Source: an optimization exercise on an open RTL-to-GDS flow (aim: small area, a short achievable clock period and few clock cycles). Production flows keep margins and buffers that such runs may drop.
Where RTL was checked, it was by simulation tests only, not by an equivalence proof against the original.
For runs 1 to 3, only the layout was checked, not whether the RTL still works.
Power is estimated from default activity; no workload was simulated.

==> flow/design.v (outline; a module is shown in full before it is edited, if it fits) <==
// module qsim_state_bank: 25 lines
// module qsim_gate_engine: 71 lines
// module qsim_mac_tree: 1683 lines
// module qsim_top: 242 lines
module qsim_top #(
  parameter int MAX_QUBITS = 3,
  parameter int MAX_GATES  = 4
) (
  input  logic              clk,
  input  logic              reset_n,
  input  logic              dut_valid,
  output logic              dut_ready,
  output logic [7:0]        state_in_addr,
  input  logic [31:0]       state_in_data,    
  output logic [7:0]        gate_addr,
  input  logic [31:0]       gate_data,        
  output logic              state_out_en,
  output logic [7:0]        state_out_addr,
  output logic [31:0]       state_out_data    
);
  // ...
==> flow/flow/run.sh <==
#!/bin/bash
# The standard layout with two changes to how it is made (the SDC, the
# standard synthesis and its registers are unchanged):
#  - after synthesis, fapol.py removes inverters between full adders by
#    flipping adders (a full adder is self-dual) and swapping xor/xnor;
#  - repair_timing aims at a setup margin below the design's period.
set -euo pipefail
R=orfs/results/sky130hd/qsim_top/base
bash standard.sh synth > flow_synth.log 2>&1
python3 flow/fapol.py $R/1_2_yosys.v $R/1_2_yosys.fapol.v > flow_fapol.log 2>&1
cp $R/1_2_yosys.v $R/1_2_yosys.orig.v
cp $R/1_2_yosys.fapol.v $R/1_2_yosys.v
rm -f $R/1_synth.odb $R/1_synth.sdc
bash standard.sh SETUP_SLACK_MARGIN=7 finish > flow_make.log 2>&1
==> flow/flow/fapol.py <==
#!/usr/bin/env python3
"""Remove inverters around full adders in a mapped sky130hd netlist.

A full adder is self-dual: complementing its three inputs complements both
outputs. Each fa cell (and each xor2/xnor2, by swapping the two) may be
flipped; the pass chooses flips that need the fewest inverters, then
rewrites the netlist with one inverter per signal whose complement is
still used. Registers, ports and every other cell are left as they are.
usage: fapol.py in.v out.v"""
import re, sys, random

src = open(sys.argv[1]).read()
cell_re = re.compile(r'^  (sky130_fd_sc_hd__\w+) (\S+)\s+\((.*?)\n  \);\n', re.S | re.M)
pin_re = re.compile(r'\.(\w+)\(([^()]*)\)')

cells = []
for m in cell_re.finditer(src):
    typ, name, body = m.group(1), m.group(2), m.group(3)
    pins = [(p, n.strip()) for p, n in pin_re.findall(body)]
    cells.append({'typ': typ, 'name': name, 'pins': pins, 'span': m.span()})

OUTPINS = {'X', 'Y', 'Q', 'Q_N', 'COUT', 'SUM', 'HI', 'LO'}
def is_inv(c): return re.match(r'sky130_fd_sc_hd__(clk)?inv_\d+$', c['typ'])
def is_fa(c): return c['typ'].startswith('sky130_fd_sc_hd__fa_')
def is_xor(c): return re.match(r'sky130_fd_sc_hd__x(n)?or2_\d+$', c['typ'])

# module ports
hdr = src[:src.index(');') + 2]
portnames = set()
for m in re.finditer(r'^\s*(input|output|inout)\s+(\[[^\]]*\]\s*)?(\S+?);', src, re.M):
    portnames.add(m.group(3))
def is_port(net):
    base = net.split('[')[0].strip()
    return base in portnames or net in portnames

driver = {}
for c in cells:
    for p, n in c['pins']:
        if p in OUTPINS:
            driver[n] = (c, p)

# inverters that may be collapsed: output not a port
inv_of = {}
for c in cells:
    if is_inv(c):
        d = dict(c['pins'])
        if not is_port(d['Y']) and d['A'] and not d['A'].startswith("1'"):
            inv_of[d['Y']] = d['A']

def base(net):
    p = 0
    seen = 0
    while net in inv_of and seen < 50:
        net = inv_of[net]; p ^= 1; seen += 1
    return net, p

flip_cells = [c for c in cells if is_fa(c) or is_xor(c)]
for c in flip_cells: c['f'] = 0
# driver cell of each base net that can flip
def drv_flip(b):
    d = driver.get(b)
    if d and 'f' in d[0]:
        return d[0]
    return None

# loads: list of (cell, pin, base, pol); skip collapsed inverters
loads = {}
kept = [c for c in cells if not (is_inv(c) and dict(c['pins'])['Y'] in inv_of)]
for c in kept:
    for p, n in c['pins']:
        if p in OUTPINS: continue
        if not n or n.startswith("1'") : continue
        b, pol = base(n)
        loads.setdefault(b, []).append((c, p, pol))
# ports driven by nets (output ports are loads too): handled via inverters kept.
# also nets that are output ports directly and driven by a collapsed inverter can't occur.

def need(b, c, pin, pol):
    """1 if this load needs the complement of b's physical value."""
    if is_xor(c):
        return 0
    d = drv_flip(b)
    fd = d['f'] if d else 0
    g = c['f'] if (is_fa(c) and 'f' in c) else 0
    return fd ^ pol ^ g

def cost_of(b):
    for c, pin, pol in loads.get(b, []):
        if need(b, c, pin, pol):
            return 1
    return 0

# bases touched by a flip of cell c
def touched(c):
    s = set()
    for p, n in c['pins']:
        if p in OUTPINS:
            s.add(n)
        elif is_fa(c) and n and not n.startswith("1'"):
            s.add(base(n)[0])
    return s

allb = set(loads)
total = sum(cost_of(b) for b in allb)
pass
improved = True
rounds = 0
while improved and rounds < 30:
    improved = False
    rounds += 1
    order = list(flip_cells)
    random.Random(rounds).shuffle(order)
    for c in order:
        t = touched(c)
        before = sum(cost_of(b) for b in t)
        c['f'] ^= 1
        after = sum(cost_of(b) for b in t)
        if after < before:
            total += after - before
            improved = True
        else:
            c['f'] ^= 1
pass

# rewrite
newinv = {}
def comp(b):
    if b not in newinv:
        newinv[b] = f"_fapol_{len(newinv)}_"
    return newinv[b]

out_cells = {}
for c in kept:
    typ = c['typ']
    if is_xor(c):
        par = c['f']
        for p, n in c['pins']:
            if p in OUTPINS or not n or n.startswith("1'"):
                continue
            b, pol = base(n)
            d = drv_flip(b)
            par ^= pol ^ (d['f'] if d else 0)
        if par:
            typ = typ.replace('xnor2', 'XOR2').replace('xor2', 'xnor2').replace('XOR2', 'xor2')
    pins = []
    for p, n in c['pins']:
        if p in OUTPINS or not n or n.startswith("1'"):
            pins.append((p, n)); continue
        b, pol = base(n)
        pins.append((p, comp(b) if need(b, c, p, pol) else b))
    if typ != c['typ']:
        ren = {'X': 'Y'} if 'xnor2' in typ else {'Y': 'X'}
        pins = [(ren.get(p, p), n) for p, n in pins]
    out_cells[id(c)] = (typ, pins)

def fmt(typ, name, pins):
    s = f"  {typ} {name}{' ' if name.startswith(chr(92)) else ''} (\n"
    s += ",\n".join(f"    .{p}({n}{' ' if n.startswith(chr(92)) else ''})" for p, n in pins)
    return s + "\n  );\n"

parts = []
pos = 0
for c in cells:
    a, e = c['span']
    parts.append(src[pos:a])
    if id(c) in out_cells:
        typ, pins = out_cells[id(c)]
        parts.append(fmt(typ, c['name'], pins))
    pos = e
tail = src[pos:]
body = "".join(parts)
# declare new wires and add inverters before endmodule
decl = "".join(f"  wire {w};\n" for w in newinv.values())
invs = "".join(fmt("sky130_fd_sc_hd__inv_1", f"_fapolinv_{i}_", [("A", b), ("Y", w)]) for i, (b, w) in enumerate(newinv.items()))
i = body.index(");\n") + 3   # after module header
body = body[:i] + decl + body[i:]
tail = tail.replace("endmodule", invs + "endmodule", 1)
open(sys.argv[2], "w").write(body + tail)
print("inverters after:", sum(1 for c in kept if is_inv(c)) + len(newinv), file=sys.stderr)
bad = [c['name'] for c in flip_cells if any(p in OUTPINS and is_port(n) for p, n in c['pins'])]
print("flippable driving ports:", bad[:5], file=sys.stderr)
nl = [c for c in cells if not any(p in OUTPINS for p,_ in c['pins'])]
print("cells without outputs:", len(nl), set(c['typ'] for c in nl), file=sys.stderr)
==> flow/standard.sh <==
#!/bin/bash
# synth_recipe.tcl (not shown) runs the flow's synth.tcl, then flattens the netlist and writes it again
# the make line also repeats each setting of config.mk as NAME=value (left out here)
make -C /OpenROAD-flow-scripts/flow DESIGN_CONFIG=/design/flow/config.mk WORK_HOME=/design/flow/orfs CLKGATE_MAP_FILE= SYNTH_SCRIPT=/design/flow/synth_recipe.tcl "${@:-finish}"
==> flow/config.mk <==
export PLATFORM = sky130hd
export DESIGN_NAME = qsim_top
export DESIGN_NICKNAME = qsim_top
export VERILOG_FILES = /design/flow/design.v
export SDC_FILE = /design/flow/constraint.sdc
export NUM_CORES = 4
export LEC_CHECK = 0
export ABC_AREA = 1
export CAP_MARGIN = 20
export CORE_MARGIN = 2
export CORE_UTILIZATION = 40
export SLEW_MARGIN = 20
==> flow/constraint.sdc <==
create_clock -name core_clock -period 11.0 [get_ports {clk}]
set_input_delay 2.2000 -clock core_clock [delete_from_list [all_inputs] [get_ports {clk}]]
set_output_delay 2.2000 -clock core_clock [all_outputs]
set_load 0.01 [all_outputs]
==> impl_metrics.tcl, run 1 <==
set metrics [dict create \
    outcome "complete, no violations" \
    p_int_mw 10.34 \
    register_area_um2 18690 \
    cts.repair.resized 67 \
    cellPowerDensity_nw_per_um2 333.7 \
    endpoint "u_engine.q1_re[22]" \
    fin_crit_ps 4045 \
    critPathMaxFanout 24 \
    setup_viol 0 \
    slew_headroom_pct 17.35 \
    powerComb_mw 10.0 \
    n_fill_cell 11280 \
    hold_depth 0 \
    postRouteAntennaNets 0 \
    skew_ps 25.28 \
    track_usage_pct 25.71 \
    synth_cells 4958 \
    final-clk-cell-share_pct 6.016 \
    seqPwrFrac_pct 27.8 \
    antenna_found_initial 5 \
    cts.htree.levels 3 \
    tritoncts "built" \
    diodes 4 \
    hpwl_mm 104.7 \
    startpoint "u_engine.neg_b[5]" \
    met1_usage_pct 33.70 \
    synth_warnings 4 \
    core_um2 119800 \
    grt_overflow_total 0 \
    crit_cells 7 \
    dieWidth_um 351.4 \
    final_core_util_pct 46.44 \
    p_leak_nw 23.42 \
]
==> module qsim_state_bank, before the edit <==
module qsim_state_bank (
  input  logic        clk,
  input  logic [1:0]  q,
  input  logic        we,
  input  logic [31:0] wdata,
  input  logic        big,
  output logic [31:0] next,
  output logic [31:0] tap
);
  logic [31:0] r [8];
  logic [31:0] tail;
  assign tail = we ? wdata : r[0];
  assign next = r[1];
  assign tap  = big ? r[2] : r[0];
  always_ff @(posedge clk) begin
    r[7] <= tail;
    r[6] <= r[7];
    r[5] <= r[6];
    r[4] <= r[5];
    r[3] <= (q == 2'd2) ? tail : r[4];
    r[2] <= r[3];
    r[1] <= (q == 2'd1) ? tail : r[2];
    r[0] <= (q == 2'd0) ? tail : r[1];
  end
endmodule
==> inputs of run 2 (changes only) <==
--- a/flow/design.v
+++ b/flow/design.v
@@ -25,3 +25,3 @@
     r[1] <= (q == 2'd1) ? tail : r[2];
-    r[0] <= (q == 2'd0) ? tail : r[1];
+    r[0] <= r[1];   
   end
--- a/flow/config.mk
+++ b/flow/config.mk
@@ -11,2 +11,4 @@
 export CORE_UTILIZATION = 40
+export CTS_BUF_LIST = sky130_fd_sc_hd__clkbuf_8
+export CTS_CLUSTER_SIZE = 30
 export SLEW_MARGIN = 20
==> impl_metrics.tcl, run 2 <==
set metrics [dict create \
    ff2ff_setup_slack_ps 7040 \
    port-buffer-count 115 \
    ioPinCount 125 \
    grt_max_degree 77 \
    cp-start-kind "flop" \
    cts_buffers 146 \
    critPathMaxFanout 17 \
    hold_class "flop to flop" \
    clock_latency_ps 870 \
    hold_depth 0 \
    final_cell_mix "817 x dfxtp_1, 600 x nand2_1, 488 x o22ai_1, 475 x fa_1, 446 x inv_1" \
    wl_per_cell_um 23.20 \
    ir_drop_mv 0.3301 \
    cellPowerDensity_nw_per_um2 316.9 \
    drtIter0Drc 4306 \
    track_usage_pct 24.88 \
    startpoint "u_engine.neg_a[4]" \
    postRouteAntennaNets 0 \
    synth_cells 4779 \
    layout_commonest_cell "dfxtp_1" \
    vias_per_cell 5.545 \
    rsz0062_at_grt "yes" \
    tritoncts "built" \
    hp-start "u_ring_r.r[6][21]" \
    drv_cap 0 \
    clock_path_buffers 3 \
    power_switching_mw 7.700 \
    arrival_ps 4670 \
    power_frac_clock_pct 17.9 \
    fin_hold_ws_ps 283.7 \
    reg_top3 "u_ring_r.r (256), u_ring_s.r (256)" \
    ctsRootBufferMaster "clkbuf_8" \
    max_freq_ghz 0.2528 \
    numClockSinks 900 \
    outcome "complete, no violations" \
    r2r_end "u_engine.q1_re[26]" \
    wirelength_mm 151.5 \
    setup_viol 0 \
    layout-drive-gt1-share_pct 10.82 \
    endpoint_kind "flop" \
    syn_to_final_growth_pct 14.09 \
    syn-cell-area_um2 47590 \
    grt_pass1_wl_mm 227.9 \
    required_ps 11720 \
    r2r_cells 9 \
    start_util_pct 40.30 \
    grt_overflow_total 0 \
    final_core_util_pct 45.98 \
    p_leak_nw 23.15 \
    finalCritPeriodShare_pct 35.96 \
    p_sw_share_pct 44.74 \
    p_int_mw 9.508 \
    cts.htree.levels 4 \
    seqPwrFrac_pct 28.4 \
    slew_headroom_pct 28.55 \
    power_frac_comb_pct 53.7 \
    cts.clk_slew.worst_paths_ps 60 \
    r2r_start "u_engine.neg_a[4]" \
    worst_slew_pin_slew_ps 1064 \
    dieHeight_um 348.9 \
    antenna_found_initial 3 \
    hold_viol 0 \
    hpwl_mm 100.1 \
    cts-hold-fix-buffers 0 \
    n_fill_cell 11120 \
    num_rows 126 \
    synth_warnings 4 \
    dr.pass1.iters 6 \
    hold_path_end "u_ring_r.r[5][21]" \
    place_congestion 0.9558 \
    drc 0 \
    avgSynthCellArea_um2 9.959 \
    criticalPathCategory "flop to flop" \
    core_um2 118100 \
    final_nets 5521 \
    num_vias 36210 \
    grt_pass1_vias 36550 \
    skew_ps 63.35 \
    tns_ps 0 \
    dieWidth_um 348.9 \
    fin_crit_ps 3956 \
    die-area_um2 121800 \
    report.final.slew_viol_count 0 \
]
run 2: worst max-delay path by stage:
stage | endpoint | cells past startpoint
2_1_floorplan | u_engine.q1_im[21] | 9
3_3_place_gp | u_engine.q1_re[19] | 10
3_5_place_dp | u_engine.q1_re[19] | 10
4_1_cts | state_out_data[18] | 1
5_1_grt | u_engine.q1_im[18] | 9
6_report | u_engine.q1_re[26] | 9
run 2: worst max-delay path, cell delays in order, from the launching register on:
cell and delay (ps):
dfxtp_1 320, buf_6 300, clkinvlp_4 210, buf_4 250, xor2_1 680, fa_1 540, fa_1 430, fa_1 540
inv_1 50, fa_1 440
run 2: stage by stage:
stage / worst slack, ps / area [um2] / cells / total power, mW
6_report: 7044 / 54300 / 6530 / 17.21
5_1_grt: 6950 / 54300 / 6529 / 18.64
4_1_cts: 7004 / 53810 / 6510 / 17.01
3_5_place_dp: 6259 / 50110 / 6194 / 13.76
3_3_place_gp: 6414 / 50110 / 6194 / 13.60
2_1_floorplan: 7026 / 47630 / 4787 / 10.47
run 2: power by group through the flow:
stage	logic, mW	clock network, mW	registers (mW)
after floorplan	5.62	0	4.85
after global placement	8.68	0	4.92
after detailed placement	8.82	0	4.94
after CTS	8.96	3.15	4.90
after global routing	10.4	3.30	4.98
final	9.23	3.08	4.89
run 2: timing repair:
| action | CTS | global route |
|---|---|---|
| endpoints found under the setup margin | 119 | 107 |
| setup buffers | 47 | 16 |
| cloned | 3 | 0 |
| pin swaps | 0 | 2 |
| gates resized for setup | 59 | 88 |
run 2: layout make-up:
cell class | count | area (um2) | share of cell area [%]
Timing Repair Buffer | 276 | 2596 | 4.781
Clock inverter | 87 | 691.9 | 1.274
Timing Repair inverter | 3 | 17.52 | 0.03226
Clock buffer | 179 | 2464 | 4.537
Antenna cell | 3 | 7.507 | 0.01383
Inverter | 440 | 1760 | 3.242
Tap cell | 1536 | 1922 | 3.539
Multi-Input combinational cell | 3106 | 26150 | 48.16
Sequential cell | 900 | 18690 | 34.42
run 2: per-layer routing:
metal	track usage (%)	routed length (um)	vias to the layer above
met1	33.27	61980	17800
met3	6.754	15340	503
met2	37.29	65790	2045
li1	-	-	15860
met5	0	131	-
met4	11.87	8278	4
==> module qsim_top, before the edit <==
module qsim_top #(
  parameter int MAX_QUBITS = 3,
  parameter int MAX_GATES  = 4
) (
  input  logic              clk,
  input  logic              reset_n,
  input  logic              dut_valid,
  output logic              dut_ready,
  output logic [7:0]        state_in_addr,
  input  logic [31:0]       state_in_data,    
  output logic [7:0]        gate_addr,
  input  logic [31:0]       gate_data,        
  output logic              state_out_en,
  output logic [7:0]        state_out_addr,
  output logic [31:0]       state_out_data    
);
  logic       hdr;           
  logic       act;           
  logic       dum;           
  logic [1:0] dcnt;          
  logic       copy;          
  logic [1:0] q_r;
  logic [2:0] m_r;
  logic [2:0] i, j;
  logic [1:0] g;
  logic [1:0] h_q;           
  logic [2:0] h_m;
  logic       h_copy;
  logic [2:0] mask;
  logic       last_i, last_j, last_g;
  logic [1:0] dgap;          
  assign h_q    = state_in_data[17:16];
  assign h_m    = state_in_data[2:0];
  assign h_copy = (h_m == 3'd0);
  assign mask   = 3'((4'd1 << q_r) - 4'd1);
  assign last_i = (i == mask);
  assign last_j = (j == mask);
  assign last_g = ({1'b0, g} == m_r - 3'd1);
  assign dgap   = (q_r == 2'd0) ? 2'd2 : (q_r == 2'd1) ? 2'd1 : 2'd0;
  logic       n_act, n_dum;
  logic [1:0] n_dcnt, n_g;
  logic [2:0] n_i, n_j;
  always_comb begin
    n_act  = act;
    n_dum  = dum;
    n_dcnt = dcnt;
    n_i    = i;
    n_j    = j;
    n_g    = g;
    if (act) begin
      if (copy) begin
        if (last_i) n_act = 1'b0;
        else        n_i   = i + 3'd1;
      end else if (dum) begin
        if (last_i) begin
          n_i    = '0;
          n_dcnt = dcnt - 2'd1;
          if (dcnt == 2'd1) n_dum = 1'b0;
        end else begin
          n_i = i + 3'd1;
        end
      end else if (!last_i) begin
        n_i = i + 3'd1;
      end else begin
        n_i = '0;
        if (!last_j) begin
          n_j = j + 3'd1;
        end else begin
          n_j = '0;
          if (last_g) begin
            n_act = 1'b0;
          end else begin
            n_g = g + 2'd1;
            if (dgap != 2'd0) begin
              n_dum  = 1'b1;
              n_dcnt = dgap;
            end
          end
        end
      end
    end
  end
  logic iss_v, iss_mem, iss_opst, iss_cap, iss_first, iss_sumcap, iss_out, iss_last, iss_copy;
  logic h_n1, h_m1;
  assign h_n1 = (h_q == 2'd0);
  assign h_m1 = (h_m == 3'd1);
  always_comb begin
    iss_v     = act && !dum;
    iss_first = (j == 3'd0);
    if (hdr) begin
      iss_copy   = h_copy;
      iss_mem    = 1'b1;
      iss_opst   = 1'b0;
      iss_cap    = 1'b0;
      iss_sumcap = !h_copy && h_n1 && !h_m1;
      iss_out    = h_copy || (h_n1 && h_m1);
      iss_last   = h_n1 && (h_copy || h_m1);
    end else begin
      iss_copy   = copy;
      iss_mem    = copy || (g == 2'd0);
      iss_opst   = !copy && (g != 2'd0) && (i == 3'd0);
      iss_cap    = !copy && (g != 2'd0) && !last_j && (i == j);
      iss_sumcap = !copy && (i == 3'd0) && last_j && !last_g;
      iss_out    = copy || (last_j && last_g);
      iss_last   = last_i && (copy || (last_j && last_g));
    end
  end
  logic accept;
  assign accept = dut_ready && dut_valid;
  logic [7:0] ga_n;
  assign ga_n = (8'(n_g) << (2 * q_r)) | (8'(n_i) << q_r) | 8'(n_j);
  always_ff @(posedge clk) begin
    if (!reset_n) begin
      hdr  <= 1'b0;
      act  <= 1'b0;
      dum  <= 1'b0;
      dcnt <= '0;
      copy <= 1'b0;
      q_r  <= '0;
      m_r  <= '0;
      i    <= '0;
      j    <= '0;
      g    <= '0;
      gate_addr     <= '0;
      state_in_addr <= '0;
    end else begin
      hdr <= accept;
      if (hdr) begin
        q_r  <= h_q;
        m_r  <= h_m;
        copy <= h_copy;
      end
      if (accept) begin
        act  <= 1'b1;
        dum  <= 1'b0;
        dcnt <= '0;
        i    <= '0;
        j    <= '0;
        g    <= '0;
        gate_addr     <= 8'd0;
        state_in_addr <= 8'd1;
      end else if (hdr) begin
        act  <= !(h_n1 && (h_copy || h_m1));
        dum  <= h_n1 && !h_copy && !h_m1;
        dcnt <= 2'd2;
        i    <= h_n1 ? 3'd0 : 3'd1;
        j    <= '0;
        g    <= (h_n1 && !h_copy && !h_m1) ? 2'd1 : 2'd0;
        gate_addr     <= 8'd1 << h_q;
        state_in_addr <= h_copy ? 8'd2 : 8'd1;
      end else begin
        act  <= n_act;
        dum  <= n_dum;
        dcnt <= n_dcnt;
        i    <= n_i;
        j    <= n_j;
        g    <= n_g;
        if (n_act) begin
          gate_addr     <= ga_n;
          state_in_addr <= 8'(copy ? n_i : n_j) + 8'd1;
        end else begin
          gate_addr     <= 8'd0;
          state_in_addr <= 8'd0;   
        end
      end
    end
  end
  logic       v1, mem1, opst1, cap1, first1, sumcap1, out1, last1, copy1, role1;
  logic [2:0] i1;
  logic       v2, cap2, first2, sumcap2, out2, last2, copy2, role2;
  logic [2:0] i2;
  logic       v3, sumcap3, out3, last3, role3, we_r3, we_s3;
  logic       sel_r2, sel_s2;
  logic [2:0] i3;
  always_ff @(posedge clk) begin
    if (!reset_n) begin
      v1 <= 1'b0;
      v2 <= 1'b0;
      v3 <= 1'b0;
    end else begin
      v1 <= iss_v;
      v2 <= v1;
      v3 <= v2 && !copy2;
    end
    we_r3 <= v2 && !copy2 && !role2;
    we_s3 <= v2 && !copy2 && role2;
  end
  always_ff @(posedge clk) begin
    {mem1, opst1, cap1, first1, sumcap1, out1, last1, copy1, role1} <=
      {iss_mem, iss_opst, iss_cap, iss_first, iss_sumcap, iss_out, iss_last, iss_copy, g[0]};
    i1 <= i;
    {cap2, first2, sumcap2, out2, last2, copy2, role2} <=
      {cap1, first1, sumcap1, out1, last1, copy1, role1};
    i2 <= i1;
    {sumcap3, out3, last3, role3} <= {sumcap2, out2, last2, role2};
    i3 <= i2;
  end
  logic [31:0] tap_r, tap_s, next_r, next_s, sum;
  logic        we_r, we_s;
  logic [31:0] op;
  assign we_r     = we_r3;
  assign we_s     = we_s3;
  assign sel_r2   = !role2 && !first2;
  assign sel_s2   = role2 && !first2;
  qsim_gate_engine u_engine (
    .clk(clk),
    .gate_data(gate_data),
    .state_in_data(state_in_data),
    .op_mem(v1 && mem1), .op_st(v1 && opst1),
    .cap_tap(v2 && cap2), .tap(role2 ? tap_r : tap_s),
    .cap_sum(v3 && sumcap3),
    .next_r(next_r), .next_s(next_s), .sel_r(sel_r2), .sel_s(sel_s2),
    .sum(sum), .op(op)
  );
  qsim_state_bank u_ring_r (
    .clk(clk), .q(q_r), .we(we_r), .wdata(sum), .big(q_r[1]),
    .next(next_r), .tap(tap_r)
  );
  qsim_state_bank u_ring_s (
    .clk(clk), .q(q_r), .we(we_s), .wdata(sum), .big(q_r[1]),
    .next(next_s), .tap(tap_s)
  );
  logic fin;
  always_ff @(posedge clk) begin
    if (!reset_n) begin
      state_out_en <= 1'b0;
      fin          <= 1'b0;
      dut_ready    <= 1'b1;
    end else begin
      state_out_en <= (v3 && out3) || (v2 && copy2);
      fin          <= (v3 && last3) || (v2 && copy2 && last2);
      if (accept)   dut_ready <= 1'b0;
      else if (fin) dut_ready <= 1'b1;
    end
  end
  logic [2:0] out_idx;
  always_ff @(posedge clk) begin
    out_idx        <= copy2 ? i2 : i3;
    state_out_data <= copy2 ? op : sum;
  end
  assign state_out_addr = {5'd0, out_idx};
endmodule
==> inputs of run 3 (changes only) <==
--- a/flow/design.v
+++ b/flow/design.v
@@ -1895,11 +1895,31 @@
   assign ga_n = (8'(n_g) << (2 * q_r)) | (8'(n_i) << q_r) | 8'(n_j);
+  logic [7:0] sa_n;
+  always_comb begin
+    if (accept)      sa_n = 8'd1;
+    else if (hdr)    sa_n = h_copy ? 8'd2 : 8'd1;
+    else if (n_act)  sa_n = 8'(copy ? n_i : n_j) + 8'd1;
+    else             sa_n = 8'd0;   
+  end
   always_ff @(posedge clk) begin
     if (!reset_n) begin
-      hdr  <= 1'b0;
-      act  <= 1'b0;
+      hdr           <= 1'b0;
+      act           <= 1'b0;
+      state_in_addr <= '0;
+    end else begin
+      hdr           <= accept;
+      state_in_addr <= sa_n;
+      if (accept)   act <= 1'b1;
+      else if (hdr) act <= !(h_n1 && (h_copy || h_m1));
+      else          act <= n_act;
+    end
+  end
+  always_ff @(posedge clk) begin
+    if (hdr) begin
+      q_r  <= h_q;
+      m_r  <= h_m;
+      copy <= h_copy;
+    end
+    if (accept) begin
       dum  <= 1'b0;
       dcnt <= '0;
-      copy <= 1'b0;
-      q_r  <= '0;
-      m_r  <= '0;
       i    <= '0;
@@ -1907,44 +1927,17 @@
       g    <= '0;
-      gate_addr     <= '0;
-      state_in_addr <= '0;
+      gate_addr <= 8'd0;
+    end else if (hdr) begin
+      dum  <= h_n1 && !h_copy && !h_m1;
+      dcnt <= 2'd2;
+      i    <= h_n1 ? 3'd0 : 3'd1;
+      j    <= '0;
+      g    <= (h_n1 && !h_copy && !h_m1) ? 2'd1 : 2'd0;
+      gate_addr <= 8'd1 << h_q;
     end else begin
-      hdr <= accept;
-      if (hdr) begin
-        q_r  <= h_q;
-        m_r  <= h_m;
-        copy <= h_copy;
-      end
-      if (accept) begin
-        act  <= 1'b1;
-        dum  <= 1'b0;
-        dcnt <= '0;
-        i    <= '0;
-        j    <= '0;
-        g    <= '0;
-        gate_addr     <= 8'd0;
-        state_in_addr <= 8'd1;
-      end else if (hdr) begin
-        act  <= !(h_n1 && (h_copy || h_m1));
-        dum  <= h_n1 && !h_copy && !h_m1;
-        dcnt <= 2'd2;
-        i    <= h_n1 ? 3'd0 : 3'd1;
-        j    <= '0;
-        g    <= (h_n1 && !h_copy && !h_m1) ? 2'd1 : 2'd0;
-        gate_addr     <= 8'd1 << h_q;
-        state_in_addr <= h_copy ? 8'd2 : 8'd1;
-      end else begin
-        act  <= n_act;
-        dum  <= n_dum;
-        dcnt <= n_dcnt;
-        i    <= n_i;
-        j    <= n_j;
-        g    <= n_g;
-        if (n_act) begin
-          gate_addr     <= ga_n;
-          state_in_addr <= 8'(copy ? n_i : n_j) + 8'd1;
-        end else begin
-          gate_addr     <= 8'd0;
-          state_in_addr <= 8'd0;   
-        end
-      end
+      dum  <= n_dum;
+      dcnt <= n_dcnt;
+      i    <= n_i;
+      j    <= n_j;
+      g    <= n_g;
+      gate_addr <= ga_n;
     end
--- a/flow/config.mk
+++ b/flow/config.mk
@@ -10,5 +10,3 @@
 export CORE_MARGIN = 2
-export CORE_UTILIZATION = 40
-export CTS_BUF_LIST = sky130_fd_sc_hd__clkbuf_8
-export CTS_CLUSTER_SIZE = 30
+export CORE_UTILIZATION = 55
 export SLEW_MARGIN = 20
==> impl_metrics.tcl, run 3 <==
set metrics [dict create \
    outcome "complete, no violations" \
    syn_to_final_growth_pct 13.56 \
    critPathMaxFanout 27 \
    place_congestion 0.9598 \
    grt_pass1_vias 35720 \
    numClockSinks 899 \
    power.total_mw 17.06 \
    drc 0 \
    required_ps 11550 \
    cellPowerDensity_nw_per_um2 315.6 \
    ctsRootBufferMaster "clkbuf_16" \
    syn-cell-area_um2 47600 \
    report.final.slew_viol_count 0 \
    drtIter0Drc 3432 \
    hpwl_mm 101.0 \
    final_cell_mix "813 x dfxtp_1, 585 x nand2_1, 486 x o22ai_1, 473 x fa_1, 427 x xor2_1" \
    dieWidth_um 298.2 \
    hold_class "flop to flop" \
    dr.pass1.iters 7 \
    worst_slew_pin_slew_ps 1085 \
    max_freq_ghz 0.2514 \
    avgSynthCellArea_um2 9.979 \
    criticalPathCategory "flop to flop" \
    clock_latency_ps 700 \
    tritoncts "built" \
    antenna_found_initial 3 \
    cts_buffers 91 \
    cts-hold-fix-buffers 0 \
    path_cells "buf_6 -> clkinvlp_4 -> buf_4 -> buf_4 -> xor2_1 -> fa_1 -> inv_1 -> fa_1 -> fa_1 -> fa_1" \
    cp-start-kind "flop" \
    grt_pass1_wl_mm 227.9 \
    crit_slowest_cell "xor2_1" \
    p_leak_nw 23.05 \
    layout_commonest_cell "dfxtp_1" \
    reg_top3 "u_ring_r.r (256), u_ring_s.r (256)" \
    postRouteAntennaNets 0 \
    ir_drop_mv 0.3700 \
    fin_crit_ps 3978 \
    port-buffer-count 115 \
    layout-drive-gt1-share_pct 10.25 \
    grt_max_degree 80 \
    tns_ps 0 \
    endpoint_kind "flop" \
    ioPinCount 125 \
    synth_warnings 4 \
    wirelength_mm 151.6 \
    final_nets 5470 \
    finalCritPeriodShare_pct 36.16 \
    hold_viol 0 \
    wl_per_cell_um 25.08 \
    grt_overflow_total 0 \
    cts.htree.levels 3 \
    rsz0062_at_grt "yes" \
    num_rows 107 \
    die-area_um2 88920 \
    track_usage_pct 34.36 \
    skew_ps 33.52 \
    num_vias 35770 \
    synth_cells 4770 \
    setup_viol 0 \
    clock_path_buffers 3 \
    dieHeight_um 298.2 \
    arrival_ps 4530 \
    crit_top_cell "fa_1" \
    core_um2 85410 \
    vias_per_cell 5.918 \
    slew_headroom_pct 27.59 \
    cts.clk_slew.worst_paths_ps 60 \
    start_util_pct 55.73 \
    slowest_delay_ps 520 \
    drv_cap 0 \
]
## run 3: final cells by class
type | instances | area (um2)
Timing Repair inverter | 1 | 7.507
Antenna cell | 1 | 2.502
Tap cell | 1144 | 1431
Inverter | 458 | 1846
Multi-Input combinational cell | 3081 | 26090
Timing Repair Buffer | 290 | 2715
Clock inverter | 53 | 670.6
Sequential cell | 899 | 18730
Fill cell | 7104 | 31360
Clock buffer | 117 | 2569
## run 3: repair_timing
item,CTS,global route
buffers inserted,44,24
pin swaps,0,6
setup endpoints to repair,90,90
gates resized for setup,55,96
cloned,1,0
## run 3: critical path, delay by kind of cell, from the launching register on
kind | cells | cell delay (ps)
adders and majority gates | 4 | 1840
buffers and inverters | 5 | 1120
xor gates and xnor gates | 1 | 520
DFF | 1 | 320
## run 3: worst paths after layout
check,slack [ps],endpoint,from,cells after the start
max,7020,u_engine.q1_im[24],u_engine.neg_a[3],10
min reg2reg,310,u_ring_s.r[6][9],u_ring_s.r[7][9],0
max reg2reg,7020,u_engine.q1_im[24],u_engine.neg_a[3],10
min,310,u_ring_s.r[6][9],u_ring_s.r[7][9],0
## run 3: where the power goes
part	internal [mW]	leakage [nW]	switching, mW
Sequential	4.32	7.52	0.373
Clock	1.89	1.58	1.37
Combinational	3.33	14.0	5.78
Total	9.54	23.0	7.52
## run 3: per-layer routing
layer  GRT usage [%]  up-vias  part of all wire, %
met4           19.18        6                  6.9
li1                -    15660                    -
met1           45.19    17400                   40
met5               0        -                0.060
met3           9.517      616                   11
met2           51.29     2094                   43
## run 3: per-stage QoR
step           util [%]  instances  hold slack, ps  setup slack, ps  cell area (um2)
3_5_place_dp      58.21       5804           312.1             6423            49720
3_3_place_gp      58.21       5804           309.5             6491            49720
6_report          63.29       6044           309.5             7022            54060
4_1_cts           62.66       6019           308.8             7000            53520
2_1_floorplan         -       4778           309.6             7001            47640
5_1_grt           63.28       6043           312.8             6981            54050
==> module qsim_gate_engine, before the edit <==
module qsim_gate_engine (
  input  logic        clk,
  input  logic [31:0] gate_data,
  input  logic [31:0] state_in_data,
  input  logic        op_mem,     
  input  logic        op_st,      
  input  logic        cap_tap,    
  input  logic [31:0] tap,
  input  logic        cap_sum,    
  input  logic [31:0] next_r,     
  input  logic [31:0] next_s,
  input  logic        sel_r,      
  input  logic        sel_s,      
  output logic [31:0] sum,
  output logic [31:0] op
);
  logic [7:0] one_a, two_a, neg_a, one_b, two_b, neg_b;
  logic [31:0] st;
  function automatic logic [23:0] booth(input logic [15:0] x);
    logic [16:0] xe;
    logic [7:0]  one, two, neg;
    xe = {x, 1'b0};
    for (int k = 0; k < 8; k++) begin
      one[k] = xe[2*k+1] ^ xe[2*k];
      two[k] = (xe[2*k+2] & ~xe[2*k+1] & ~xe[2*k]) | (~xe[2*k+2] & xe[2*k+1] & xe[2*k]);
      neg[k] = xe[2*k+2];
    end
    booth = {one, two, neg};
  endfunction
  always_ff @(posedge clk) begin
    {one_a, two_a, neg_a} <= booth(gate_data[31:16]);
    {one_b, two_b, neg_b} <= booth(gate_data[15:0]);
    if (op_mem)     op <= state_in_data;
    else if (op_st) op <= st;
    if (cap_sum)      st <= sum;
    else if (cap_tap) st <= tap;
  end
  logic [31:0] acc;
  logic [28:0] a0_re, a1_re, a2_re, a0_im, a1_im, a2_im;
  assign acc = ({32{sel_r}} & next_r) | ({32{sel_s}} & next_s);
  qsim_mac_tree u_re (
    .one_a(one_a), .two_a(two_a), .neg_a(neg_a),
    .one_b(one_b), .two_b(two_b), .neg_b(neg_b),
    .x1(op[31:16]), .x2(op[15:0]), .negb(1'b1), .acc(acc[31:16]),
    .r0(a0_re), .r1(a1_re), .r2(a2_re)
  );
  qsim_mac_tree u_im (
    .one_a(one_a), .two_a(two_a), .neg_a(neg_a),
    .one_b(one_b), .two_b(two_b), .neg_b(neg_b),
    .x1(op[15:0]), .x2(op[31:16]), .negb(1'b0), .acc(acc[15:0]),
    .r0(a0_im), .r1(a1_im), .r2(a2_im)
  );
  logic [28:0] q0_re, q1_re, q2_re, q0_im, q1_im, q2_im;
  always_ff @(posedge clk) begin
    {q0_re, q1_re, q2_re} <= {a0_re, a1_re, a2_re};
    {q0_im, q1_im, q2_im} <= {a0_im, a1_im, a2_im};
  end
  function automatic logic [15:0] resolve(input logic [28:0] x, input logic [28:0] y,
                                          input logic [28:0] z);
    logic [28:0] t, u;
    logic [13:0] lo;
    logic [16:0] r;
    t  = x ^ y ^ z;
    u  = (x & y) | (x & z) | (y & z);    
    lo = {1'b0, t[12:0]} + {1'b0, u[11:0], 1'b0};
    r  = {t[28:13], 1'b1} + {u[27:12], lo[13]};
    resolve = r[16:1];
  endfunction
  assign sum[31:16] = resolve(q0_re, q1_re, q2_re);
  assign sum[15:0]  = resolve(q0_im, q1_im, q2_im);
endmodule
==> inputs of run 4 (changes only) <==
--- a/flow/design.v
+++ b/flow/design.v
@@ -45,4 +45,5 @@
 );
-  logic [7:0] one_a, two_a, neg_a, one_b, two_b, neg_b;
-  logic [31:0] st;
+  logic [7:0] one_na, two_na, neg_a, one_nb, two_nb, neg_b;
+  logic [7:0] one_a, two_a, one_b, two_b;
+  logic [31:0] st_n, op_n;
   function automatic logic [23:0] booth(input logic [15:0] x);
@@ -59,9 +60,14 @@
   always_ff @(posedge clk) begin
-    {one_a, two_a, neg_a} <= booth(gate_data[31:16]);
-    {one_b, two_b, neg_b} <= booth(gate_data[15:0]);
-    if (op_mem)     op <= state_in_data;
-    else if (op_st) op <= st;
-    if (cap_sum)      st <= sum;
-    else if (cap_tap) st <= tap;
+    {one_na, two_na, neg_a} <= booth(gate_data[31:16]) ^ {16'hffff, 8'h00};
+    {one_nb, two_nb, neg_b} <= booth(gate_data[15:0]) ^ {16'hffff, 8'h00};
+    if (op_mem)     op_n <= ~state_in_data;
+    else if (op_st) op_n <= st_n;
+    if (cap_sum)      st_n <= ~sum;
+    else if (cap_tap) st_n <= ~tap;
   end
+  assign one_a = ~one_na;
+  assign two_a = ~two_na;
+  assign one_b = ~one_nb;
+  assign two_b = ~two_nb;
+  assign op    = ~op_n;
   logic [31:0] acc;
--- a/flow/config.mk
+++ b/flow/config.mk
@@ -10,3 +10,6 @@
 export CORE_MARGIN = 2
-export CORE_UTILIZATION = 55
+export CORE_UTILIZATION = 40
+export CTS_BUF_LIST = sky130_fd_sc_hd__clkbuf_16
+export CTS_CLUSTER_DIAMETER = 100
+export CTS_CLUSTER_SIZE = 25
 export SLEW_MARGIN = 20
==> impl_metrics.tcl, run 4 <==
set metrics [dict create \
    slew_headroom_pct 24.68 \
    vias_per_cell 5.575 \
    dieWidth_um 349.0 \
    avgSynthCellArea_um2 9.854 \
    use_met3_pct 5.828 \
    grt_max_degree 78 \
    postRouteAntennaNets 0 \
    register_area_um2 18720 \
    grt_busiest_layer "met2" \
    dieHeight_um 349.0 \
    grt_pass1_wl_mm 226.9 \
    crit_slowest_cell "fa_1" \
    dr.pass1.iters 7 \
    path_cells "buf_4 -> o22ai_1 -> xor2_1 -> fa_1 -> fa_1 -> inv_1 -> fa_1 -> fa_1 -> fa_1" \
    cellPowerDensity_nw_per_um2 313.7 \
    tns_ps 0 \
    numClockSinks 899 \
    drtIter0Drc 3762 \
    hpwl_mm 96.16 \
    grt_overflow_total 0 \
    required_ps 11540 \
    ir_drop_mv 0.2677 \
    final_nets 5386 \
    clock_path_buffers 3 \
    finalCritPeriodShare_pct 35.80 \
    fin_hold_ws_ps 319.4 \
    syn-cell-area_um2 47600 \
    max_freq_ghz 0.2539 \
    met1_usage_pct 32.34 \
    core_um2 118100 \
    dp.cells 6200 \
    fin_crit_ps 3938 \
    layout-drive-gt1-share_pct 6.050 \
    clock_latency_ps 690 \
    start_util_pct 40.31 \
    wl_per_cell_um 23.75 \
    port-buffer-count 115 \
    outcome "complete, no violations" \
    num_rows 126 \
    arrival_ps 4480 \
    die-area_um2 121800 \
    report.final.slew_viol_count 0 \
    fin_cells 6318 \
    ctsRootBufferMaster "clkbuf_16" \
    final_cell_mix "816 x dfxtp_1, 671 x nand2_1, 478 x o22ai_1, 475 x fa_1, 419 x xor2_1" \
    rsz0062_at_grt "yes" \
    drv_cap 0 \
    cts.clk_slew.worst_paths_ps 100 \
    place_congestion 0.9102 \
    ioPinCount 125 \
    cts_buffers 48 \
    path_buf_inv 2 \
    criticalPathCategory "flop to flop" \
    n_fill_cell 11240 \
    setup_viol 0 \
    hold_class "flop to flop" \
    crit_top_cell "fa_1" \
    drc 0 \
    worst_slew_pin_slew_ps 1130 \
    hold_viol 0 \
    track_usage_pct 24.68 \
    cp-start-kind "flop" \
    grt.met2_usage_pct 38.63 \
    skew_ps 38.77 \
    endpoint_kind "flop" \
    synth_warnings 4 \
    grt_pass1_vias 35910 \
    wirelength_mm 150.0 \
    synth_cells 4830 \
    critPathMaxFanout 33 \
    p_leak_nw 21.98 \
    layout_commonest_cell "dfxtp_1" \
    slowest_delay_ps 530 \
    critPathTopFamily "adder cells" \
    tritoncts "built" \
    reg_top3 "u_ring_r.r (256), u_ring_s.r (256)" \
    syn_to_final_growth_pct 9.653 \
    multi_input_area_um2 26160 \
    antenna_found_initial 8 \
    cts.htree.levels 2 \
    num_vias 35220 \
]
run 4: area by class of cell:
cell class,count,area share [%]
sequential,899,35.86
clock buffer,48,2.301
tap,1536,3.682
antenna,5,0.02397
timing repair buffer,239,4.351
multi-input combinational,3152,50.12
clock inverter,39,0.7144
inverter,400,2.949
run 4: power by group:
group	internal (mW)	total (mW)	switching [mW]	leakage [nW]
clock	0.849	2.04	1.19	0.834
sequential	4.29	4.67	0.380	7.48
combinational	3.50	9.67	6.16	13.7
total	8.64	16.4	7.73	22.0
run 4: worst paths after layout:
| check | startpoint | endpoint | slack, ps | cells after the start |
|---|---|---|---|---|
| worst min-delay path | u_ring_s.r[3][3] | u_ring_s.r[2][3] | 320 | 0 |
| worst min register to register | u_ring_s.r[3][3] | u_ring_s.r[2][3] | 320 | 0 |
| worst max-delay path | u_engine.op_n[10] | u_engine.q1_im[14] | 7060 | 9 |
| worst max register to register | u_engine.op_n[10] | u_engine.q1_im[14] | 7060 | 9 |
run 4: stage by stage:
step                utilization, %  cell area, um2  power (mW)  worst slack (ps)
finish                       44.20           52190       16.37              7062
global route                 44.20           52190       17.74              6996
CTS                          43.86           51790       16.16              7000
detailed placement           42.31           49960       13.97              6698
global placement             42.31           49960       13.83              6798
floorplan                        -           47630       10.52              7009
run 4: routing by layer:
layer | routed length [um] | share of wire, %
met1 | 60140 | 40
met2 | 67230 | 45
met3 | 15020 | 10
met4 | 7640 | 5.1
met5 | 26 | 0.017
run 4: repair_timing:
| action | CTS | global route |
|---|---|---|
| pin swaps | 0 | 4 |
| endpoints found under the setup margin | 82 | 119 |
| resized for setup | 26 | 86 |
| buffers inserted | 20 | 6 |
| endpoints found under the hold margin | 0 | 0 |
| hold buffers | 0 | 0 |
Testbench counts of run 4, summed over its fixed seeds: cycles 46,660.
==> inputs of run 5 (changes only) <==
--- a/flow/config.mk
+++ b/flow/config.mk
@@ -12,4 +12,4 @@
 export CTS_BUF_LIST = sky130_fd_sc_hd__clkbuf_16
-export CTS_CLUSTER_DIAMETER = 100
-export CTS_CLUSTER_SIZE = 25
+export CTS_CLUSTER_DIAMETER = 70
+export CTS_CLUSTER_SIZE = 30
 export SLEW_MARGIN = 20
==> impl_metrics.tcl, run 5 <==
set metrics [dict create \
    path_buf_inv 1 \
    arrival_ps 1720 \
    clock_latency_ps 710 \
    critPathMaxFanout 1 \
    layout_commonest_cell "dfxtp_1" \
    syn_to_final_growth_pct 11.05 \
    outcome "complete, no violations" \
    power_frac_clock_pct 14.7 \
    criticalPathCategory "flop to output pin" \
    ctsRootBufferMaster "clkbuf_16" \
    skew_ps 54.52 \
    tns_ps 0 \
    path_cells "clkdlybuf4s50_1" \
    syn-cell-area_um2 47600 \
    report.final.slew_viol_count 0 \
    grt_pass1_wl_mm 227.3 \
    required_ps 8800 \
    fin_crit_ps 3921 \
    hpwl_mm 96.16 \
    cellPowerDensity_nw_per_um2 318.9 \
    slowest_delay_ps 570 \
    ioPinCount 125 \
    grt_max_degree 78 \
    synth_warnings 4 \
    drtIter0Drc 3725 \
    port-buffer-count 115 \
    antenna_found_initial 8 \
    place_congestion 0.9102 \
    grt_pass1_vias 36010 \
    worst_slew_pin_slew_ps 1208 \
    tritoncts "built" \
    core_um2 118100 \
    die-area_um2 121800 \
    setup_viol 0 \
    cts.clk_slew.worst_paths_ps 110 \
    numClockSinks 899 \
    avgSynthCellArea_um2 9.854 \
    critPathTopFamily "buffers and inverters" \
    drc 0 \
    p_leak_nw 22.23 \
    layout-drive-gt1-share_pct 6.793 \
    dieHeight_um 349.0 \
    dieWidth_um 349.0 \
    clock_path_buffers 3 \
    p_int_mw 8.942 \
    grt_overflow_total 0 \
    vias_per_cell 5.559 \
    cts.htree.levels 2 \
    cts_buffers 57 \
    seqPwrFrac_pct 27.7 \
    hold_viol 0 \
    final_cell_mix "816 x dfxtp_1, 671 x nand2_1, 478 x o22ai_1, 474 x fa_1, 419 x xor2_1" \
    crit_slowest_cell "clkdlybuf4s50_1" \
    wirelength_mm 150.2 \
    reg_top3 "u_ring_r.r (256), u_ring_s.r (256)" \
    endpoint_kind "output pin" \
    max_freq_ghz 0.2550 \
    p_sw_share_pct 46.95 \
    num_vias 35240 \
    finalCritPeriodShare_pct 35.65 \
    num_rows 126 \
    dr.pass1.iters 8 \
    start_util_pct 40.31 \
    final_nets 5396 \
    wl_per_cell_um 23.69 \
    ir_drop_mv 0.2648 \
    cp-start-kind "flop" \
    track_usage_pct 24.67 \
    final_core_util_pct 44.76 \
    slew_headroom_pct 19.48 \
    power_switching_mw 7.914 \
    rsz0062_at_grt "yes" \
    synth_cells 4830 \
    postRouteAntennaNets 0 \
    power_frac_comb_pct 57.6 \
    drv_cap 0 \
    hold_class "flop to flop" \
]
-- run 5: through the flow --
step	std cells	hold slack, ps	setup WS, ps	area [um2]	total power [mW]
final	6340	304.0	7079	52860	16.86
after global routing	6340	310.8	6963	52860	18.20
after CTS	6328	299.6	7002	52420	16.62
after detailed placement	6200	312.1	6698	49960	13.97
after global placement	6200	309.7	6798	49960	13.83
after floorplan	4838	309.6	7009	47630	10.52
-- run 5: cell type report --
| class | instances | area [um2] |
|---|---|---|
| diodes | 5 | 12.51 |
| clock buffers | 61 | 1526 |
| flip-flops and latches | 899 | 18720 |
| well taps | 1536 | 1922 |
| inverters | 400 | 1539 |
| repair buffers | 240 | 2297 |
| fillers | 11150 | 65220 |
| clock inverters | 47 | 674.4 |
| multi-input cells | 3152 | 26170 |
-- run 5: routing by layer --
metal  up-vias  wire length [um]  track usage, %
met5         -                25               0
met2      1911             67380           38.67
met1     17350             60040           32.20
met4         4              7606           11.77
met3       450             15120           5.706
li1      15530                 -               -
-- run 5: path summary, 6_finish.rpt --
path | startpoint | endpoint | slack [ps] | depth (start not counted)
min | u_ring_s.r[5][18] | u_ring_s.r[4][18] | 300 | 0
max reg2reg | u_engine.neg_b[6] | u_engine.q1_re[20] | 7090 | 7
min reg2reg | u_ring_s.r[5][18] | u_ring_s.r[4][18] | 300 | 0
max | state_out_data[9] | state_out_data[9] | 7080 | 1
-- run 5: power by group through the flow --
| stage | combinational (mW) | clock [mW] | sequential [mW] |
|---|---|---|---|
| 2_1_floorplan | 5.87 | 0 | 4.65 |
| 3_3_place_gp | 9.11 | 0 | 4.72 |
| 3_5_place_dp | 9.23 | 0 | 4.74 |
| 4_1_cts | 9.40 | 2.55 | 4.67 |
| 5_1_grt | 10.8 | 2.67 | 4.76 |
| 6_report | 9.70 | 2.49 | 4.67 |
-- run 5: repair_timing --
action | CTS | global route
pin swaps | 0 | 4
endpoints found under the setup margin | 82 | 115
hold endpoints to repair | 0 | 0
gates resized for setup | 26 | 94
cloned | 0 | 0
hold buffers | 0 | 0
setup buffers | 20 | 7
==> inputs of run 6 (changes only) <==
--- a/flow/flow/run.sh
+++ b/flow/flow/run.sh
@@ -13,2 +13,2 @@
 rm -f $R/1_synth.odb $R/1_synth.sdc
-bash standard.sh SETUP_SLACK_MARGIN=7 finish > flow_make.log 2>&1
+bash standard.sh SETUP_SLACK_MARGIN=7.3 finish > flow_make.log 2>&1
==> impl_metrics.tcl, run 6 <==
set metrics [dict create \
    drv_cap 0 \
    ir_drop_mv 0.2400 \
    rsz0062_at_grt "yes" \
    fin_cells 6455 \
    tritoncts "built" \
    skew_ps 64.91 \
    p_sw_share_pct 47.26 \
    syn_to_final_growth_pct 17.68 \
    grt_pass1_vias 35960 \
    start_util_pct 40.31 \
    final_nets 5515 \
    report.final.slew_viol_count 0 \
    synth_warnings 4 \
    num_rows 126 \
    cp-start-kind "flop" \
    slew_headroom_pct 22.27 \
    max_freq_ghz 0.2676 \
    layout_commonest_cell "dfxtp_1" \
    avgSynthCellArea_um2 9.854 \
    synth_cells 4830 \
    worst_slew_pin_slew_ps 1166 \
    required_ps 11580 \
    drc 0 \
    numClockSinks 899 \
    dr.pass1.iters 9 \
    tns_ps 0 \
    layout-drive-gt1-share_pct 13.24 \
    vias_per_cell 5.677 \
    grt_max_degree 71 \
    power_frac_comb_pct 59.9 \
    p_leak_nw 23.57 \
    seqPwrFrac_pct 26.1 \
    fin_crit_ps 3736 \
    place_congestion 0.9138 \
    grt_overflow_total 0 \
    die-area_um2 121800 \
    critPathMaxFanout 7 \
    antenna_found_initial 5 \
    final_cell_mix "806 x dfxtp_1, 656 x nand2_1, 434 x o22ai_1, 404 x xor2_1, 403 x fa_1" \
    dp.cells 6203 \
    power_frac_clock_pct 14.0 \
    cts-hold-fix-buffers 0 \
    reg_top3 "u_ring_r.r (256), u_ring_s.r (256)" \
    r2r_cells 10 \
    ctsRootBufferMaster "clkbuf_16" \
    wirelength_mm 164.6 \
    hold_viol 0 \
    criticalPathCategory "flop to flop" \
    endpoint_kind "flop" \
    clock_path_buffers 3 \
    arrival_ps 4310 \
    power_switching_mw 8.460 \
    dieWidth_um 349.0 \
    setup_viol 0 \
    postRouteAntennaNets 0 \
    finalCritPeriodShare_pct 33.97 \
    track_usage_pct 25.45 \
    ioPinCount 125 \
    core_um2 118100 \
    num_vias 36640 \
    hold_class "flop to flop" \
    drtIter0Drc 4632 \
    cts.htree.levels 2 \
    grt_pass1_wl_mm 232.8 \
    clock_latency_ps 730 \
    power.total_mw 17.90 \
    port-buffer-count 115 \
    cts_buffers 56 \
    hpwl_mm 96.23 \
    dieHeight_um 349.0 \
    outcome "complete, no violations" \
    p_int_mw 9.440 \
    wl_per_cell_um 25.51 \
    hold_depth 0 \
    cellPowerDensity_nw_per_um2 319.6 \
    syn-cell-area_um2 47600 \
    cts.clk_slew.worst_paths_ps 110 \
]
==> run 6: area by class of cell <==
class / instances / area [um2]
fill: 10740 / 62070
multi-input combinational: 3152 / 27190
sequential: 899 / 18740
timing repair buffer: 360 / 4388
tap: 1536 / 1922
inverter: 400 / 1556
clock buffer: 57 / 1426
clock inverter: 48 / 790.8
antenna: 3 / 7.507
==> run 6: timing repair <==
action,in CTS,in global routing
pin swaps,31,95
gates resized for setup,266,288
cloned,9,23
endpoints found under the setup margin,182,141
buffers inserted,63,49
==> run 6: layer usage <==
layer  wire length, um  vias to the layer above  global-route usage (%)
met2             71640                     2315                   40.03
met1             63540                    17950                   33.33
met4             10150                        2                   11.67
met5                10                        -                       0
met3             19310                      605                   5.780
li1                  -                    15770                       -
==> run 6: power by group through the flow <==
stage | Sequential [mW] | Clock [mW] | Combinational [mW]
after floorplan | 4.65 | 0 | 5.87
after global placement | 4.71 | 0 | 9.17
after detailed placement | 4.73 | 0 | 9.26
after CTS | 4.67 | 2.57 | 9.65
after global routing | 4.76 | 2.69 | 11.7
final | 4.67 | 2.51 | 10.7
==> run 6: through the flow <==
stage | util (%) | worst slack (ps) | hold WS, ps | area (um2)
after global placement | 42.33 | 6741 | 309.8 | 49990
after detailed placement | 42.33 | 6675 | 312.1 | 49990
after global routing | 47.43 | 7176 | 326.5 | 56010
after CTS | 45.61 | 7270 | 325.6 | 53850
final | 47.44 | 7264 | 317.6 | 56010
after floorplan | - | 7300 | 309.6 | 47690
==> run 6: path summary, 6_finish.rpt <==
kind,slack (ps),startpoint,end
worst max-delay path,7260,u_engine.op_n[31],u_engine.q1_im[17]
worst min-delay path,320,u_ring_r.r[3][3],u_ring_r.r[2][3]
worst max register to register,7260,u_engine.op_n[31],u_engine.q1_im[17]
worst min register to register,320,u_ring_r.r[3][3],u_ring_r.r[2][3]
==> run 6: critical path, cell delays in order, from the launching register on <==
cell        delay, ps
edfxtp_1          440
buf_12            190
clkinvlp_4        190
nand2_4           130
xor2_4            210
fa_1              510
fa_1              540
inv_1              60
fa_2              380
fa_2              540
fa_1              400
==> inputs of run 7 (changes only) <==
--- a/flow/flow/run.sh
+++ b/flow/flow/run.sh
@@ -13,2 +13,2 @@
 rm -f $R/1_synth.odb $R/1_synth.sdc
-bash standard.sh SETUP_SLACK_MARGIN=7.3 finish > flow_make.log 2>&1
+bash standard.sh SETUP_SLACK_MARGIN=7 finish > flow_make.log 2>&1
--- a/flow/config.mk
+++ b/flow/config.mk
@@ -8,3 +8,3 @@
 export ABC_AREA = 1
-export CAP_MARGIN = 20
+export CAP_MARGIN = 5
 export CORE_MARGIN = 2
@@ -14,2 +14,2 @@
 export CTS_CLUSTER_SIZE = 30
-export SLEW_MARGIN = 20
+export SLEW_MARGIN = 5
==> impl_metrics.tcl, run 7 <==
set metrics [dict create \
    worst_slew_pin_slew_ps 1339 \
    grt_max_degree 78 \
    place_congestion 0.9102 \
    num_rows 126 \
    cts.htree.levels 2 \
    dp_slack_ps 6698 \
    grt_pass1_vias 36020 \
    max_freq_ghz 0.2528 \
    hold_depth 0 \
    finalWorstSetupSlack_ps 7044 \
    avgSynthCellArea_um2 9.854 \
    final_cell_mix "816 x dfxtp_1, 671 x nand2_1, 478 x o22ai_1, 474 x fa_1, 419 x xor2_1" \
    arrival_ps 4390 \
    track_usage_pct 24.67 \
    wirelength_mm 150.2 \
    ir_drop_mv 0.2626 \
    drv_cap 0 \
    grt_overflow_total 0 \
    start_util_pct 40.31 \
    tritoncts "built" \
    clock_latency_ps 720 \
    p_leak_nw 22.23 \
    core_um2 118100 \
    fin_crit_ps 3956 \
    layout-drive-gt1-share_pct 6.772 \
    ff2ff_setup_slack_ps 7040 \
    cts_buffers 57 \
    rsz0062_at_grt "yes" \
    required_ps 11430 \
    cellPowerDensity_nw_per_um2 318.8 \
    skew_ps 55.94 \
    drc 0 \
    dr.pass1.iters 7 \
    critPathMaxFanout 5 \
    drtIter0Drc 3767 \
    criticalPathCategory "flop to flop" \
    hold_class "flop to flop" \
    tns_ps 0 \
    cts.clk_slew.worst_paths_ps 110 \
    syn_to_final_growth_pct 11.05 \
    synth_warnings 4 \
    hold_path_end "u_ring_s.r[4][18]" \
    hpwl_mm 96.16 \
    reg_top3 "u_ring_r.r (256), u_ring_s.r (256)" \
    ctsRootBufferMaster "clkbuf_16" \
    r2r_start "u_engine.q2_im[20]" \
    r2r_cells 10 \
    r2r_end "u_engine.st_n[14]" \
    ioPinCount 125 \
    setup_viol 0 \
    hold_viol 0 \
    postPlaceCellArea_um2 49960 \
    hp-start "u_ring_s.r[5][18]" \
    stdcell_area_um2 52860 \
    n_fill_cell 11150 \
    vias_per_cell 5.548 \
    numClockSinks 899 \
    postRouteAntennaNets 0 \
    power.total_mw 16.85 \
    antenna_found_initial 8 \
    port-buffer-count 115 \
    dieWidth_um 349.0 \
    grt_pass1_wl_mm 227.2 \
    wl_per_cell_um 23.68 \
    synth_cells 4830 \
    cp-start-kind "flop" \
    die-area_um2 121800 \
    finalCritPeriodShare_pct 35.97 \
    endpoint_kind "flop" \
    syn-cell-area_um2 47600 \
    report.final.slew_viol_count 0 \
    clock_path_buffers 3 \
    layout_commonest_cell "dfxtp_1" \
    num_vias 35170 \
    outcome "complete, no violations" \
    slew_headroom_pct 8.425 \
    dieHeight_um 349.0 \
    final_nets 5396 \
]
[run 7: routing by layer]
metal | track usage, % | up-vias | wire, um
met2 | 38.67 | 1861 | 67620
met4 | 11.77 | 4 | 7586
met1 | 32.20 | 17350 | 59960
li1 | - | 15520 | -
met3 | 5.706 | 448 | 14970
met5 | 0 | - | 25
[run 7: worst max-delay path by stage]
stage                         endpoint  depth (start not counted)  slack, ps          startpoint
global route         u_ring_s.r[3][25]                         19       6960  u_engine.q2_re[12]
floorplan           u_engine.q1_im[17]                         10       7010   u_engine.neg_b[3]
CTS                 u_engine.q1_im[14]                         10       7000   u_engine.neg_a[2]
global placement     u_ring_r.r[3][11]                         17       6800   u_engine.q2_im[8]
finish               u_engine.st_n[14]                         10       7040  u_engine.q2_im[20]
detailed placement   u_ring_r.r[1][11]                         17       6700   u_engine.q2_im[6]
[run 7: final cells by class]
cell class              instances  area, um2  area share (%)
clock buffers                  61       1526           2.888
well taps                    1536       1922           3.636
repair buffers                240       2297           4.346
flip-flops and latches        899      18720           35.41
diodes                          5      12.51         0.02367
clock inverters                47      674.4           1.276
multi-input cells            3152      26170           49.51
inverters                     400       1539           2.912
[run 7: stage by stage]
stage / cells / hold slack (ps) / util (%)
floorplan: 4838 / 309.6 / -
global placement: 6200 / 309.7 / 42.31
detailed placement: 6200 / 312.1 / 42.31
CTS: 6328 / 299.6 / 44.39
global route: 6340 / 310.8 / 44.76
finish: 6340 / 305.4 / 44.76
[run 7: what timing repair did]
| item | in CTS | in global routing |
|---|---|---|
| endpoints found under the hold margin | 0 | 0 |
| hold buffers | 0 | 0 |
| setup endpoints to repair | 82 | 115 |
| buffers inserted | 20 | 7 |
| gates cloned | 0 | 0 |
| resized for setup | 26 | 94 |
| pin swaps | 0 | 4 |
[run 7: critical path, stage by stage, from the launching register on]
cell       delay, ps
dfxtp_1          330
fa_1             480
ha_1             400
a21oi_1          360
nor2_1            80
nor2_1           180
nor2_1            70
a2111oi_0       1040
nand3_1          460
nand2_1          200
o21ai_0           90
[run 7: power breakdown]
group,internal (mW),switching (mW)
sequential,4.29,0.377
clock,1.14,1.35
combinational,3.51,6.19
total,8.94,7.91
==> inputs of run 8 (changes only) <==
--- a/flow/flow/run.sh
+++ b/flow/flow/run.sh
@@ -4,3 +4,4 @@
 #  - after synthesis, fapol.py removes inverters between full adders by
-#    flipping adders (a full adder is self-dual) and swapping xor/xnor;
+#    flipping adders (a full adder is self-dual) and swapping xor/xnor,
+#    chosen by a greedy pass and then simulated annealing;
 #  - repair_timing aims at a setup margin below the design's period.
--- a/flow/flow/fapol.py
+++ b/flow/flow/fapol.py
@@ -122,2 +122,27 @@
             c['f'] ^= 1
+pass
+# simulated annealing from the greedy result; keep the best assignment seen
+import math
+rng = random.Random(12345)
+best = total
+best_f = [c['f'] for c in flip_cells]
+T0, T1, steps = 1.5, 0.05, 300000
+tcache = {id(c): touched(c) for c in flip_cells}
+for k in range(steps):
+    T = T0 * (T1 / T0) ** (k / steps)
+    c = flip_cells[rng.randrange(len(flip_cells))]
+    t = tcache[id(c)]
+    before = sum(cost_of(b) for b in t)
+    c['f'] ^= 1
+    after = sum(cost_of(b) for b in t)
+    dlt = after - before
+    if dlt <= 0 or rng.random() < math.exp(-dlt / T):
+        total += dlt
+        if total < best:
+            best = total
+            best_f = [x['f'] for x in flip_cells]
+    else:
+        c['f'] ^= 1
+for x, f in zip(flip_cells, best_f):
+    x['f'] = f
 pass
--- a/flow/config.mk
+++ b/flow/config.mk
@@ -8,3 +8,3 @@
 export ABC_AREA = 1
-export CAP_MARGIN = 5
+export CAP_MARGIN = 20
 export CORE_MARGIN = 2
@@ -14,2 +14,2 @@
 export CTS_CLUSTER_SIZE = 30
-export SLEW_MARGIN = 5
+export SLEW_MARGIN = 20
==> impl_metrics.tcl, run 8 <==
set metrics [dict create \
    hold_viol 0 \
    syn_to_final_growth_pct 10.78 \
    rsz0062_at_grt "yes" \
    startpoint "u_engine.neg_b[5]" \
    slowest_delay_ps 630 \
    clock_path_buffers 3 \
    endpoint_kind "flop" \
    crit_slowest_cell "inv_1" \
    final_cell_mix "817 x dfxtp_1, 673 x nand2_1, 478 x o22ai_1, 475 x fa_1, 305 x xor2_1" \
    synth_warnings 4 \
    drtIter0Drc 3616 \
    use_met3_pct 5.106 \
    criticalPathCategory "flop to flop" \
    synth_cells 4665 \
    cts_buffers 56 \
    p_leak_nw 21.04 \
    max_freq_ghz 0.2524 \
    finalCritPeriodShare_pct 36.02 \
    grt_pass1_vias 34460 \
    outcome "complete, no violations" \
    critPathMaxFanout 25 \
    crit_cells 7 \
    crit_top_cell "fa_1" \
    cp-start-kind "flop" \
    layout_commonest_cell "dfxtp_1" \
    arrival_ps 4510 \
    place_congestion 0.9222 \
    vias_per_cell 5.549 \
    die-area_um2 120200 \
    ff2ff_setup_slack_ps 7040 \
    layout-drive-gt1-share_pct 6.816 \
    met1_usage_pct 32.60 \
    fin_hold_ws_ps 297.8 \
    tritoncts "built" \
    port-buffer-count 115 \
    clock_latency_ps 730 \
    cts.htree.levels 2 \
    reg_top3 "u_ring_r.r (256), u_ring_s.r (256)" \
    dr.pass1.iters 6 \
    avgSynthCellArea_um2 10.07 \
    skew_ps 84.17 \
    drv_cap 0 \
    report.final.slew_viol_count 0 \
    slew_headroom_pct 17.96 \
    critPathTopFamily "adder cells" \
    required_ps 11550 \
    power.total_mw 16.26 \
    hold_class "flop to flop" \
    endpoint "u_engine.q1_re[17]" \
    r2r_end "u_engine.q1_re[17]" \
    num_vias 34210 \
    cellPowerDensity_nw_per_um2 312.5 \
    final_core_util_pct 44.72 \
    track_usage_pct 23.48 \
    cts-hold-fix-buffers 0 \
    tns_ps 0 \
    drc 0 \
    fin_crit_ps 3962 \
    start_util_pct 40.37 \
    r2r_cells 7 \
    dieWidth_um 346.7 \
    grt_overflow_total 0 \
    numClockSinks 899 \
    r2r_start "u_engine.neg_b[5]" \
    final_nets 5236 \
    dieHeight_um 346.7 \
    grt_busiest_layer "met2" \
    path_buf_inv 2 \
    syn-cell-area_um2 46980 \
    antenna_found_initial 1 \
    n_fill_cell 10950 \
    grt.met2_usage_pct 35.87 \
    worst_slew_pin_slew_ps 1226 \
    core_um2 116400 \
    num_rows 125 \
    ioPinCount 125 \
    hp-start "u_ring_s.r[5][21]" \
    wirelength_mm 142.2 \
    hpwl_mm 91.56 \
    wl_per_cell_um 23.06 \
    grt_pass1_wl_mm 216.1 \
    ir_drop_mv 0.3134 \
    cts.clk_slew.worst_paths_ps 110 \
    postRouteAntennaNets 0 \
    setup_viol 0 \
    grt_max_degree 81 \
    path_cells "buf_4 -> inv_1 -> xor2_1 -> fa_1 -> fa_1 -> fa_1 -> fa_1" \
    ctsRootBufferMaster "clkbuf_16" \
]
-- run 8: per-stage QoR --
stage | cells | setup WS [ps] | cell area [um2]
floorplan | 4673 | 7043 | 47010
global placement | 6020 | 6552 | 49300
detailed placement | 6020 | 6491 | 49300
CTS | 6154 | 7028 | 51790
global route | 6161 | 6956 | 52030
finish | 6164 | 7038 | 52040
-- run 8: layout make-up --
class | instances | area [um2] | share of cell area [%]
antenna | 4 | 10.01 | 0.01923
clock buffer | 57 | 1426 | 2.741
clock inverter | 47 | 758.2 | 1.457
inverter | 235 | 929.6 | 1.786
multi-input combinational | 3152 | 26080 | 50.12
sequential | 899 | 18720 | 35.97
tap | 1524 | 1907 | 3.664
timing repair buffer | 246 | 2207 | 4.241
-- run 8: per-layer routing --
metal,vias up,share of wire (%)
li1,15200,-
met1,16890,42
met2,1796,44
met3,327,10
met4,0,3.9
met5,-,0
-- run 8: what timing repair did --
item | 4_1_cts | 5_1_grt
gates resized for setup | 19 | 42
pin swaps | 0 | 4
setup endpoints to repair | 86 | 101
buffers inserted | 30 | 6
-- run 8: report_power, final --
| part | internal, mW | switching (mW) |
|---|---|---|
| Combinational | 3.40 | 5.74 |
| Sequential | 4.29 | 0.366 |
| Clock | 1.10 | 1.38 |
-- run 8: worst reg2reg max path, cell delays in order (launching register included) --
cell,delay (ps)
dfxtp_1,320
buf_4,500
inv_1,660
xor2_1,360
fa_1,630
fa_1,450
fa_1,400
fa_1,460
-- run 8: how the worst min path moves through the flow --
stage / to / slack [ps] / cells past startpoint
floorplan: cap2 / 310 / 0
global placement: u_ring_s.r[5][0] / 310 / 0
detailed placement: role2 / 310 / 0
CTS: u_ring_s.r[4][21] / 300 / 0
global route: u_ring_s.r[4][21] / 300 / 0
finish: u_ring_s.r[4][21] / 300 / 0

## port drivers added, routing unchanged
Ports are ideal in the flow. The routed layouts listed here were re-timed in OpenROAD.
Step 1 (the two cells are an assumption about what drives the block):
set clk [get_ports {clk}]
set_driving_cell -lib_cell sky130_fd_sc_hd__clkbuf_16 $clk
set_driving_cell -lib_cell sky130_fd_sc_hd__buf_2 [delete_from_list [all_inputs] $clk]
Step 2 adds t to the input delays and takes it off the output delays; t is the mean of the earliest and latest rising clock arrival at the registers after step 1. Input paths then give back, and output paths get back, about the clock's delay inside the block.
Slacks: ideal / step 1 / step 2; pairs: ideal / step 1.
| run | shift t [ns] | slack for setup (ns) | worst register clock-pin slew, ns | worst slew at a driven data input, ns |
|---|---|---|---|---|
| run 1 | 0.748 | 6.955 / 6.955 / 6.771 | 0.08 / 0.08 | 0.06 |
| run 2 | 0.908 | 7.044 / 7.015 / 6.815 | 0.08 / 0.08 | 0.06 |
| run 3 | 0.750 | 7.022 / 7.016 / 6.719 | 0.08 / 0.08 | 0.07 |
| run 4 | 0.752 | 7.062 / 7.016 / 6.916 | 0.11 / 0.11 | 0.12 |
| run 5 | 0.763 | 7.079 / 7.001 / 6.947 | 0.11 / 0.11 | 0.12 |
| run 6 | 0.772 | 7.264 / 7.264 / 6.838 | 0.12 / 0.12 | 0.13 |
| run 7 | 0.765 | 7.044 / 7.001 / 6.923 | 0.11 / 0.11 | 0.13 |
| run 8 | 0.758 | 7.038 / 7.036 / 6.926 | 0.11 / 0.11 | 0.13 |
After both steps every run listed still meets setup and hold. The setup slack of run 6, which loses most, moves by 0.000 ns with the drivers and by -0.426 ns with both steps.
